Background: an optimization exercise with open tools, aiming at small area and few clock cycles. Do not read the settings as production practice.
RTL that was checked went through simulation tests only; none was proved equivalent to the original.
Power and IR drop assume default switching activity.

==> module led_pixel_spi_encoder_core, before the edit <==
module led_pixel_spi_encoder_core (
	input  logic                 clk,
	input  logic                 arst_n,
	input  logic                 psel,
	input  logic                 penable,
	input  logic                 pwrite,
	input  logic [2:0]           paddr,
	input  logic [31:0]          pwdata,
	output logic [31:0]          prdata,
	output logic                 pready,
	input  logic                 pix_valid,
	output logic                 pix_stall,
	input  logic [24:0]          pix,
	output logic                 spi_valid,
	input  logic                 spi_stall,
	output logic [8:0]           spi
);
	logic hue_mode_q, grb_order_q;
	assign pready = 1'b1;
	always_ff @(posedge clk or negedge arst_n) begin
		if (!arst_n) begin
			hue_mode_q  <= 1'b0;
			grb_order_q <= 1'b1;
		end else if (psel && penable && pwrite) begin
			if (paddr[2] == lpse_pkg::CFG_GRB_ORDER) grb_order_q <= pwdata[0];
			else                                     hue_mode_q  <= pwdata[0];
		end
	end
	assign prdata = {31'd0, (paddr[2] == lpse_pkg::CFG_GRB_ORDER) ? grb_order_q : hue_mode_q};
	logic [7:0] h_i, s_i, v_i;
	logic       last_i;
	assign h_i    = pix[24:17];
	assign s_i    = pix[16:9];
	assign v_i    = pix[8:1];
	assign last_i = pix[0];
	logic [2:0] rgn;
	logic [7:0] rem, rem_sel;
	always_comb begin
		if      (h_i >= 8'(5 * lpse_pkg::HUE_SPAN)) rgn = 3'd5;
		else if (h_i >= 8'(4 * lpse_pkg::HUE_SPAN)) rgn = 3'd4;
		else if (h_i >= 8'(3 * lpse_pkg::HUE_SPAN)) rgn = 3'd3;
		else if (h_i >= 8'(2 * lpse_pkg::HUE_SPAN)) rgn = 3'd2;
		else if (h_i >= lpse_pkg::HUE_SPAN)         rgn = 3'd1;
		else                                        rgn = 3'd0;
		rem     = 8'({h_i[5:0], 2'b00} + {h_i[6:0], 1'b0} - {4'd0, rgn, 1'b0});
		rem_sel = rgn[0] ? rem : ~rem;
	end
	logic        ser_v_q, ser_last_q;
	logic [3:0]  cnt_q;
	logic [23:0] word_q;
	logic        ser_done, ser_free, take;
	logic [3:0] step_q;
	logic [7:0] acc_a_q, acc_b_q;
	logic       conv_done;
	assign conv_done = !hue_mode_q || (step_q == lpse_pkg::LAST_STEP);
	assign ser_done  = ser_v_q && !spi_stall &&
		(cnt_q == (ser_last_q ? lpse_pkg::LAST_LATCH_IDX : lpse_pkg::LAST_PIX_IDX));
	assign ser_free  = !ser_v_q || ser_done;
	assign take      = pix_valid && conv_done && ser_free;
	assign pix_stall = !take;
	logic [7:0] mcand, mplier, acc_in, prod;
	logic [1:0] mbits;
	logic [9:0] sum;
	always_comb begin
		unique case (step_q[3:2])
			2'd0:    begin mcand = rem_sel; mplier = s_i;  end
			2'd1:    begin mcand = v_i; mplier = ~acc_a_q; end
			default: begin mcand = v_i; mplier = ~s_i;     end
		endcase
		mbits  = mplier[{step_q[1:0], 1'b0} +: 2];
		acc_in = (step_q[1:0] == 2'd0) ? 8'd0 : ((step_q[3:2] == 2'd1) ? acc_b_q : acc_a_q);
		sum    = {2'b00, acc_in} + (mbits[0] ? {2'b00, mcand} : 10'd0) +
			(mbits[1] ? {1'b0, mcand, 1'b0} : 10'd0);
		prod   = sum[9:2];
	end
	always_ff @(posedge clk or negedge arst_n) begin
		if (!arst_n) begin
			step_q <= '0;
		end else if (take || !pix_valid) begin
			step_q <= '0;
		end else if (!conv_done) begin
			step_q <= step_q + 4'd1;
		end
	end
	always_ff @(posedge clk) begin
		if (pix_valid && !conv_done) begin
			if (step_q[3:2] == 2'd1) acc_b_q <= prod;
			else                     acc_a_q <= prod;
		end
	end
	logic [7:0] r_n, g_n, b_n, p_n, qt_n;
	logic [23:0] word_n;
	assign p_n  = prod;
	assign qt_n = acc_b_q;
	always_comb begin
		r_n = h_i;
		g_n = s_i;
		b_n = v_i;
		if (hue_mode_q) begin
			if (s_i == 8'd0) begin
				r_n = v_i; g_n = v_i; b_n = v_i;
			end else begin
				unique case (rgn)
					3'd0:    begin r_n = v_i;  g_n = qt_n; b_n = p_n;  end
					3'd1:    begin r_n = qt_n; g_n = v_i;  b_n = p_n;  end
					3'd2:    begin r_n = p_n;  g_n = v_i;  b_n = qt_n; end
					3'd3:    begin r_n = p_n;  g_n = qt_n; b_n = v_i;  end
					3'd4:    begin r_n = qt_n; g_n = p_n;  b_n = v_i;  end
					default: begin r_n = v_i;  g_n = p_n;  b_n = qt_n; end
				endcase
			end
		end
		word_n = grb_order_q ? {g_n, r_n, b_n} : {r_n, g_n, b_n};
	end
	always_ff @(posedge clk or negedge arst_n) begin
		if (!arst_n) begin
			ser_v_q    <= 1'b0;
			cnt_q      <= '0;
			ser_last_q <= 1'b0;
		end else if (take) begin
			ser_v_q    <= 1'b1;
			cnt_q      <= '0;
			ser_last_q <= last_i;
		end else if (ser_done) begin
			ser_v_q    <= 1'b0;
		end else if (ser_v_q && !spi_stall) begin
			cnt_q      <= cnt_q + 4'd1;
		end
	end
	always_ff @(posedge clk) begin
		if (take) begin
			word_q <= word_n;
		end else if (ser_v_q && !spi_stall) begin
			word_q <= {word_q[21:0], 2'b00};
		end
	end
	logic latch_byte;
	assign latch_byte = (cnt_q > lpse_pkg::LAST_PIX_IDX);
	assign spi_valid  = ser_v_q;
	assign spi = {!latch_byte, word_q[23], 2'b00, !latch_byte, word_q[22], 2'b00,
		(cnt_q == lpse_pkg::LAST_LATCH_IDX) || (cnt_q == lpse_pkg::LAST_PIX_IDX && !ser_last_q)};
endmodule
clock: 5.5 ns
lec_check: 0
cap_margin: 20
core_margin: 2
core_utilization: 40
slew_margin: 20
run.sh (not shown) runs the stock make flow with config.mk's settings and CLKGATE_MAP_FILE= SYNTH_SCRIPT=/design/flow/synth_recipe.tcl, a recipe that flattens the netlist after the stock synthesis.
The starting point ran to the end with violations: negative setup slack.
==> next run, changes <==
--- a/flow/design.v
+++ b/flow/design.v
@@ -41,17 +41,18 @@
 	assign s_i    = pix[16:9];
 	assign v_i    = pix[8:1];
 	assign last_i = pix[0];
 	logic [2:0] rgn;
-	logic [7:0] rem, rem_sel;
+	logic [7:0] base, rem, rem_sel;
 	always_comb begin
 		if      (h_i >= 8'(5 * lpse_pkg::HUE_SPAN)) rgn = 3'd5;
 		else if (h_i >= 8'(4 * lpse_pkg::HUE_SPAN)) rgn = 3'd4;
 		else if (h_i >= 8'(3 * lpse_pkg::HUE_SPAN)) rgn = 3'd3;
 		else if (h_i >= 8'(2 * lpse_pkg::HUE_SPAN)) rgn = 3'd2;
 		else if (h_i >= lpse_pkg::HUE_SPAN)         rgn = 3'd1;
 		else                                        rgn = 3'd0;
-		rem     = 8'({h_i[5:0], 2'b00} + {h_i[6:0], 1'b0} - {4'd0, rgn, 1'b0});
+		base    = 8'(8'(rgn) * lpse_pkg::HUE_SPAN);
+		rem     = 8'((h_i - base) * 8'd6);
 		rem_sel = rgn[0] ? rem : ~rem;
 	end
 	logic        ser_v_q, ser_last_q;
 	logic [3:0]  cnt_q;
@@ -70,9 +71,9 @@
 	logic [1:0] mbits;
 	logic [9:0] sum;
 	always_comb begin
 		unique case (step_q[3:2])
-			2'd0:    begin mcand = rem_sel; mplier = s_i;  end
+			2'd0:    begin mcand = s_i; mplier = rem_sel;  end
 			2'd1:    begin mcand = v_i; mplier = ~acc_a_q; end
 			default: begin mcand = v_i; mplier = ~s_i;     end
 		endcase
 		mbits  = mplier[{step_q[1:0], 1'b0} +: 2];
The new run finished but fails on negative setup slack.
Fmax fell by about a fifth.
Via count fell by a few percent.
Clock skew fell by 0.0060 ns.
Die area rose slightly.
Non-clock buffer count fell by 22.
Critical path depth rose by 6.
Worst setup slack is worse by 1.4 ns.
Synthesized cell count rose slightly.
Clock power rose by roughly a tenth.
Clock-buffer cell count rose by 1.
Routed wire length fell by about a fifth.
Final area fell by a few percent.
Testbench counts after the change, summed over its fixed seeds: cycles 26,240.
No functional check of the RTL was part of the first run of this note.

[what the ideal ports hide]
How much do the figures lean on ideal ports? The routed layouts below were timed once more, with nothing changed but the port constraints. Step 1 sets driving cells, clkbuf_16 on the clock port and buf_2 on the other inputs (assumed; they add their load-dependent delay and slew). Step 2 times the ports against the registers' clock, not the clock port: input delays grow and output delays shrink by t, the midpoint of the rising clock arrivals with the driver on. Slacks: ideal ports / drivers / drivers and shift; pairs: ideal ports / drivers.
| run | shift t [ns] | setup WS [ns] | worst setup path after step 2 | worst data-port slew with drivers (ns) | cell pins on the clock port's net |
|---|---|---|---|---|---|
| the first run | 0.337 | -0.590 / -0.593 / -0.930 | input to register | 0.05 | 1 |
| the second run | 0.339 | -2.037 / -2.037 / -2.376 | input to register | 0.06 | 1 |
The setup slack of the first run, which loses most, moves by -0.003 ns with the drivers and by -0.340 ns with both steps.
